This design comes from an exercise in tuning for small area on the open sky130 flow, not from production work. In this exercise RTL edits were held to simulation tests only and were not proved equivalent to the original. No activity file was given, so power comes from the tool's default toggle rates.

==> flow/design.v <==
module btb_predictor #(
   parameter int unsigned ENTRIES  = 32,
   parameter int unsigned ADDR_W   = 32,
   parameter logic [1:0]  CNT_INIT = 2'b01
) (
   input  logic              i_clk,
   input  logic              i_rst_n,
   input  logic [ADDR_W-1:0] i_pcF,
   output logic              o_pred_taken,
   output logic [ADDR_W-1:0] o_pred_target,
   input  logic              i_upd_vld,
   input  logic [ADDR_W-1:0] i_upd_pc,
   input  logic              i_upd_is_jmp,
   input  logic              i_upd_taken,
   input  logic [ADDR_W-1:0] i_upd_target,
   input  logic              i_upd_mispred,
   input  logic              i_flush_all,
   output logic [31:0]       o_perf_lookups,
   output logic [31:0]       o_perf_hits,
   output logic [31:0]       o_perf_mispred
);
   localparam int unsigned IDX_W = $clog2(ENTRIES);
   localparam int unsigned TAG_W = ADDR_W - IDX_W - 2;
   logic [ENTRIES-1:0]             valid_q;
   logic [ENTRIES-1:0][TAG_W-1:0]  tag_q;
   logic [ENTRIES-1:0][ADDR_W-1:0] target_q;
   logic [ENTRIES-1:0][1:0]        cnt_q;
   logic [IDX_W-1:0]   fetch_idx;
   logic [TAG_W-1:0]   fetch_tag;
   logic [IDX_W-1:0]   upd_idx;
   logic [TAG_W-1:0]   upd_tag;
   logic [ENTRIES-1:0] fsel;
   logic [ENTRIES-1:0] usel;
   assign fetch_idx = i_pcF[IDX_W+1:2];
   assign fetch_tag = i_pcF[ADDR_W-1:IDX_W+2];
   assign upd_idx   = i_upd_pc[IDX_W+1:2];
   assign upd_tag   = i_upd_pc[ADDR_W-1:IDX_W+2];
   always_comb begin
      for (int i = 0; i < ENTRIES; i++) begin
         fsel[i] = (fetch_idx == IDX_W'(i));
         usel[i] = (upd_idx == IDX_W'(i));
      end
   end
   localparam int unsigned FW = 2 + TAG_W + ADDR_W;    
   localparam int unsigned UW = 3 + TAG_W;             
   logic [ENTRIES-1:0][FW-1:0] f_row;
   logic [ENTRIES-1:0][UW-1:0] u_row;
   logic [FW-1:0] f_rd;
   logic [UW-1:0] u_rd;
   always_comb begin
      for (int i = 0; i < ENTRIES; i++) begin
         f_row[i] = {valid_q[i], cnt_q[i][1], tag_q[i], target_q[i]};
         u_row[i] = {valid_q[i], cnt_q[i], tag_q[i]};
      end
   end
   btb_predictor_rd #(.N(ENTRIES), .W(FW)) u_frd (.sel(fsel), .rows(f_row), .y(f_rd));
   btb_predictor_rd #(.N(ENTRIES), .W(UW)) u_urd (.sel(usel), .rows(u_row), .y(u_rd));
   logic              f_valid;
   logic              f_cnt1;
   logic [TAG_W-1:0]  f_tag;
   logic [ADDR_W-1:0] f_target;
   logic              fetch_hit;
   logic              u_valid;
   logic [1:0]        u_cnt;
   logic [TAG_W-1:0]  u_tag;
   logic              upd_hit;
   always_comb begin
      {f_valid, f_cnt1, f_tag, f_target} = f_rd;
      {u_valid, u_cnt, u_tag} = u_rd;
      fetch_hit     = f_valid && (f_tag == fetch_tag);
      o_pred_taken  = fetch_hit && f_cnt1;
      o_pred_target = {ADDR_W{o_pred_taken}} & f_target;
      upd_hit       = u_valid && (u_tag == upd_tag);
   end
   logic       wr_entry;    
   logic       wr_target;   
   logic       alloc;
   logic [1:0] new_cnt;
   always_comb begin
      alloc     = i_upd_vld && !upd_hit && i_upd_taken;
      wr_entry  = i_upd_vld && (upd_hit || i_upd_taken);
      wr_target = i_upd_vld && (i_upd_taken || (upd_hit && i_upd_is_jmp));
      if (i_upd_is_jmp)       new_cnt = 2'b11;
      else if (!upd_hit)      new_cnt = 2'b10;
      else if (i_upd_taken)   new_cnt = (u_cnt == 2'b11) ? 2'b11 : u_cnt + 2'b01;
      else                    new_cnt = (u_cnt == 2'b00) ? 2'b00 : u_cnt - 2'b01;
   end
   always_ff @(posedge i_clk or negedge i_rst_n) begin
      if (!i_rst_n) begin
         valid_q <= '0;
      end else if (i_flush_all) begin
         valid_q <= '0;
      end else if (alloc) begin
         valid_q <= valid_q | usel;
      end
   end
   logic [ENTRIES-1:0][TAG_W+1:0]  e_d;
   logic [ENTRIES-1:0][ADDR_W-1:0] t_d;
   for (genvar i = 0; i < ENTRIES; i++) begin : g_row
      logic we_e, we_t;
      assign we_e = wr_entry & usel[i];
      assign we_t = wr_target & usel[i];
      btb_predictor_hold #(.W(TAG_W+2)) u_he (
         .we(we_e), .we_n(~we_e), .d({upd_tag, new_cnt}), .q({tag_q[i], cnt_q[i]}), .y(e_d[i]));
      btb_predictor_hold #(.W(ADDR_W)) u_ht (
         .we(we_t), .we_n(~we_t), .d(i_upd_target), .q(target_q[i]), .y(t_d[i]));
   end
   always_ff @(posedge i_clk) begin
      for (int i = 0; i < ENTRIES; i++) begin
         {tag_q[i], cnt_q[i]} <= e_d[i];
         target_q[i]          <= t_d[i];
      end
   end
   logic [31:0] perf_lookups_q;
   logic [31:0] perf_hits_q;
   logic [31:0] perf_mispred_q;
   always_ff @(posedge i_clk or negedge i_rst_n) begin
      if (!i_rst_n) begin
         perf_lookups_q <= '0;
         perf_hits_q    <= '0;
         perf_mispred_q <= '0;
      end else begin
         perf_lookups_q <= perf_lookups_q + 32'd1;
         perf_hits_q    <= perf_hits_q + {31'd0, fetch_hit};
         perf_mispred_q <= perf_mispred_q + {31'd0, i_upd_vld & i_upd_mispred};
      end
   end
   assign o_perf_lookups = perf_lookups_q;
   assign o_perf_hits    = perf_hits_q;
   assign o_perf_mispred = perf_mispred_q;
endmodule
module btb_predictor_hold #(
   parameter int unsigned W = 1
) (
   input  logic         we,
   input  logic         we_n,
   input  logic [W-1:0] d,
   input  logic [W-1:0] q,
   output logic [W-1:0] y
);
   assign y = ({W{we}} & d) | ({W{we_n}} & q);
endmodule
module btb_predictor_rd #(
   parameter int unsigned N = 32,
   parameter int unsigned W = 1
) (
   input  logic [N-1:0]        sel,
   input  logic [N-1:0][W-1:0] rows,
   output logic [W-1:0]        y
);
   localparam int unsigned G = N / 3;
   for (genvar b = 0; b < W; b++) begin : g_bit
      logic [G:0] t_n;
      for (genvar g = 0; g < G; g++) begin : g_grp
         btb_predictor_aoi222 u_aoi (
            .a0(sel[3*g]), .b0(rows[3*g][b]), .a1(sel[3*g+1]), .b1(rows[3*g+1][b]),
            .a2(sel[3*g+2]), .b2(rows[3*g+2][b]), .y(t_n[g]));
      end
      if (N % 3 == 2) begin : g_tail2
         btb_predictor_aoi22 u_aoi (
            .a0(sel[N-2]), .b0(rows[N-2][b]), .a1(sel[N-1]), .b1(rows[N-1][b]), .y(t_n[G]));
      end else if (N % 3 == 1) begin : g_tail1
         assign t_n[G] = ~(sel[N-1] & rows[N-1][b]);
      end else begin : g_tail0
         assign t_n[G] = 1'b1;
      end
      assign y[b] = ~&t_n;
   end
endmodule
module btb_predictor_aoi222 (
   input  logic a0, b0, a1, b1, a2, b2,
   output logic y
);
   assign y = ~((a0 & b0) | (a1 & b1) | (a2 & b2));
endmodule
module btb_predictor_aoi22 (
   input  logic a0, b0, a1, b1,
   output logic y
);
   assign y = ~((a0 & b0) | (a1 & b1));
endmodule
==> flow/config.mk <==
export PLATFORM = sky130hd
export DESIGN_NAME = btb_predictor
export DESIGN_NICKNAME = btb_predictor
export VERILOG_FILES = /design/flow/design.v
export SDC_FILE = /design/flow/constraint.sdc
export NUM_CORES = 4
export LEC_CHECK = 0
export CAP_MARGIN = 20
export CORE_MARGIN = 2
export CORE_UTILIZATION = 50
export CTS_BUF_LIST = sky130_fd_sc_hd__clkbuf_4
export CTS_CLUSTER_DIAMETER = 40
export CTS_CLUSTER_SIZE = 10
export SETUP_SLACK_MARGIN = 0.3
export SLEW_MARGIN = 20
export SYNTH_HIERARCHICAL = 1
export SYNTH_MINIMUM_KEEP_SIZE = 0
==> flow/constraint.sdc <==
create_clock -name core_clock -period 8.0 [get_ports {i_clk}]
set_input_delay 1.6000 -clock core_clock [delete_from_list [all_inputs] [get_ports {i_clk}]]
set_output_delay 1.6000 -clock core_clock [all_outputs]
set_load 0.01 [all_outputs]
standard.sh (not shown) runs the stock make flow with config.mk's settings and CLKGATE_MAP_FILE= SYNTH_SCRIPT=/design/flow/synth_recipe.tcl, a recipe that flattens the netlist after the stock synthesis.
==> flow/flow/run.sh <==
#!/bin/bash
# Standard ORFS layout (standard.sh, unchanged synthesis) with these changes:
#  - input/output port buffers use buf_1 instead of the default pick;
#  - clock tree synthesis with clkbuf_4 only, clusters of up to 10 sinks
#    within 40 um, and no dummy loads.
# Make's output goes to flow_make.log in the work folder; ORFS keeps each
# step's log under orfs/logs/.
set -euo pipefail
CTS="-sink_clustering_enable -repair_clock_nets -dont_use_dummy_load"
CTS="$CTS -buf_list {sky130_fd_sc_hd__clkbuf_4}"
CTS="$CTS -sink_clustering_size 10 -sink_clustering_max_diameter 40"
bash standard.sh finish \
  "BUFFER_PORTS_ARGS=-buffer_cell sky130_fd_sc_hd__buf_1" \
  "CTS_ARGS=$CTS" > flow_make.log 2>&1
test -f out/final.def
Change:
==> flow/run.sh (new file) <==
#!/bin/bash
# synth_recipe.tcl (not shown) runs the flow's synth.tcl, then flattens the netlist and writes it again
# the make line also repeats each setting of config.mk as NAME=value (left out here)
make -C /OpenROAD-flow-scripts/flow DESIGN_CONFIG=/design/flow/config.mk WORK_HOME=/design/flow/orfs CLKGATE_MAP_FILE= SYNTH_SCRIPT=/design/flow/synth_recipe.tcl finish
Settings changed: CORE_UTILIZATION 50 to 40, CTS_BUF_LIST sky130_fd_sc_hd__clkbuf_4 to unset, CTS_CLUSTER_DIAMETER 40 to unset, CTS_CLUSTER_SIZE 10 to unset, SETUP_SLACK_MARGIN 0.3 to unset.
removed: flow/flow/run.sh
removed: flow/standard.sh
Setup slack got worse by 0.26 ns; design area climbs by 9.9%; die area rose by 25%; hold slack gets better by 0.029 ns; synthesized cell count does not change; global-route usage goes down by 6.3 points; power went up by 25%; maximum frequency is lower by 3.2%; critical path depth is unchanged; wire length came out higher by 3.7%.
Change:
==> flow/flow/run.sh (new file) <==
#!/bin/bash
# Standard ORFS layout (standard.sh, unchanged synthesis) with these changes:
#  - input/output port buffers use buf_1 instead of the default pick;
#  - clock tree synthesis with clkbuf_8 only, clusters of up to 16 sinks
#    within 50 um, and no dummy loads.
# Make's output goes to flow_make.log in the work folder; ORFS keeps each
# step's log under orfs/logs/.
set -euo pipefail
CTS="-sink_clustering_enable -repair_clock_nets -dont_use_dummy_load"
CTS="$CTS -buf_list {sky130_fd_sc_hd__clkbuf_8}"
CTS="$CTS -sink_clustering_size 16 -sink_clustering_max_diameter 50"
bash standard.sh finish \
  "BUFFER_PORTS_ARGS=-buffer_cell sky130_fd_sc_hd__buf_1" \
  "CTS_ARGS=$CTS" > flow_make.log 2>&1
test -f out/final.def
==> flow/standard.sh (new file) <==
#!/bin/bash
# synth_recipe.tcl (not shown) runs the flow's synth.tcl, then flattens the netlist and writes it again
# the make line also repeats each setting of config.mk as NAME=value (left out here)
make -C /OpenROAD-flow-scripts/flow DESIGN_CONFIG=/design/flow/config.mk WORK_HOME=/design/flow/orfs CLKGATE_MAP_FILE= SYNTH_SCRIPT=/design/flow/synth_recipe.tcl "${@:-finish}"
Settings changed: CORE_UTILIZATION 40 to 50, CTS_BUF_LIST set to sky130_fd_sc_hd__clkbuf_8, CTS_CLUSTER_DIAMETER set to 50, CTS_CLUSTER_SIZE set to 16, SETUP_SLACK_MARGIN set to 0.3.
removed: flow/run.sh
Flip-flop and latch count is unchanged. Setup slack gets better by 0.26 ns. Utilization goes up by 6.7 points. Combinational power goes down by about 4%. Cell count shrinks by 8.9%.
Change:
--- a/flow/flow/run.sh
+++ b/flow/flow/run.sh
@@ -4,3 +4,4 @@
 #  - clock tree synthesis with clkbuf_8 only, clusters of up to 16 sinks
-#    within 50 um, and no dummy loads.
+#    within 50 um, and no dummy loads;
+#  - power recovery (downsizing of non-critical cells) after global routing.
 # Make's output goes to flow_make.log in the work folder; ORFS keeps each
@@ -13,3 +14,3 @@
   "BUFFER_PORTS_ARGS=-buffer_cell sky130_fd_sc_hd__buf_1" \
-  "CTS_ARGS=$CTS" > flow_make.log 2>&1
+  "RECOVER_POWER=100" "CTS_ARGS=$CTS" > flow_make.log 2>&1
 test -f out/final.def
After rerunning: This time the run ran to the end with violations: capacitance limit, slew limit. Sequential share of layout area came out higher by 0.60 points. Final cell count stays flat. Global-route usage stays the same. Setup slack gains 0.031 ns. Synthesized area stays the same. Cell area came out lower by 1.2%. Sequential cell count is unchanged. Maximum frequency came out higher by 0.41%. Routed wire length is about the same.

separate check: timing with driven ports:
How much do the figures lean on ideal ports? The routed layouts below were timed once more, with nothing changed but the port constraints.
Step 1 sets driving cells, clkbuf_16 on the clock port and buf_2 on the other inputs (assumed; they add their load-dependent delay and slew).
Step 2 also shifts input and output timing later by t, the mid clock arrival at the registers, as if the neighbouring blocks saw the same clock.
a / b / c = ideal / step 1 / step 2; a / b = the first two.
run | t, ns | slack for setup (ns) | worst setup path at the end | worst register clock-pin slew, ns | cell pins on the clock port's net
the first run | 1.417 | 0.279 / 0.166 / 0.166 | input to output | 0.12 / 0.12 | 1
the second run | 0.952 | 0.024 / -0.126 / -0.126 | input to output | 0.07 / 0.07 | 1
the third run | 1.040 | 0.286 / 0.173 / 0.173 | input to output | 0.11 / 0.11 | 1
the fourth run | 1.036 | 0.317 / 0.199 / -0.761 | input to register | 0.11 / 0.11 | 1
The setup slack of the fourth run, which loses most, moves by -0.118 ns with the drivers and by -1.078 ns with both steps.
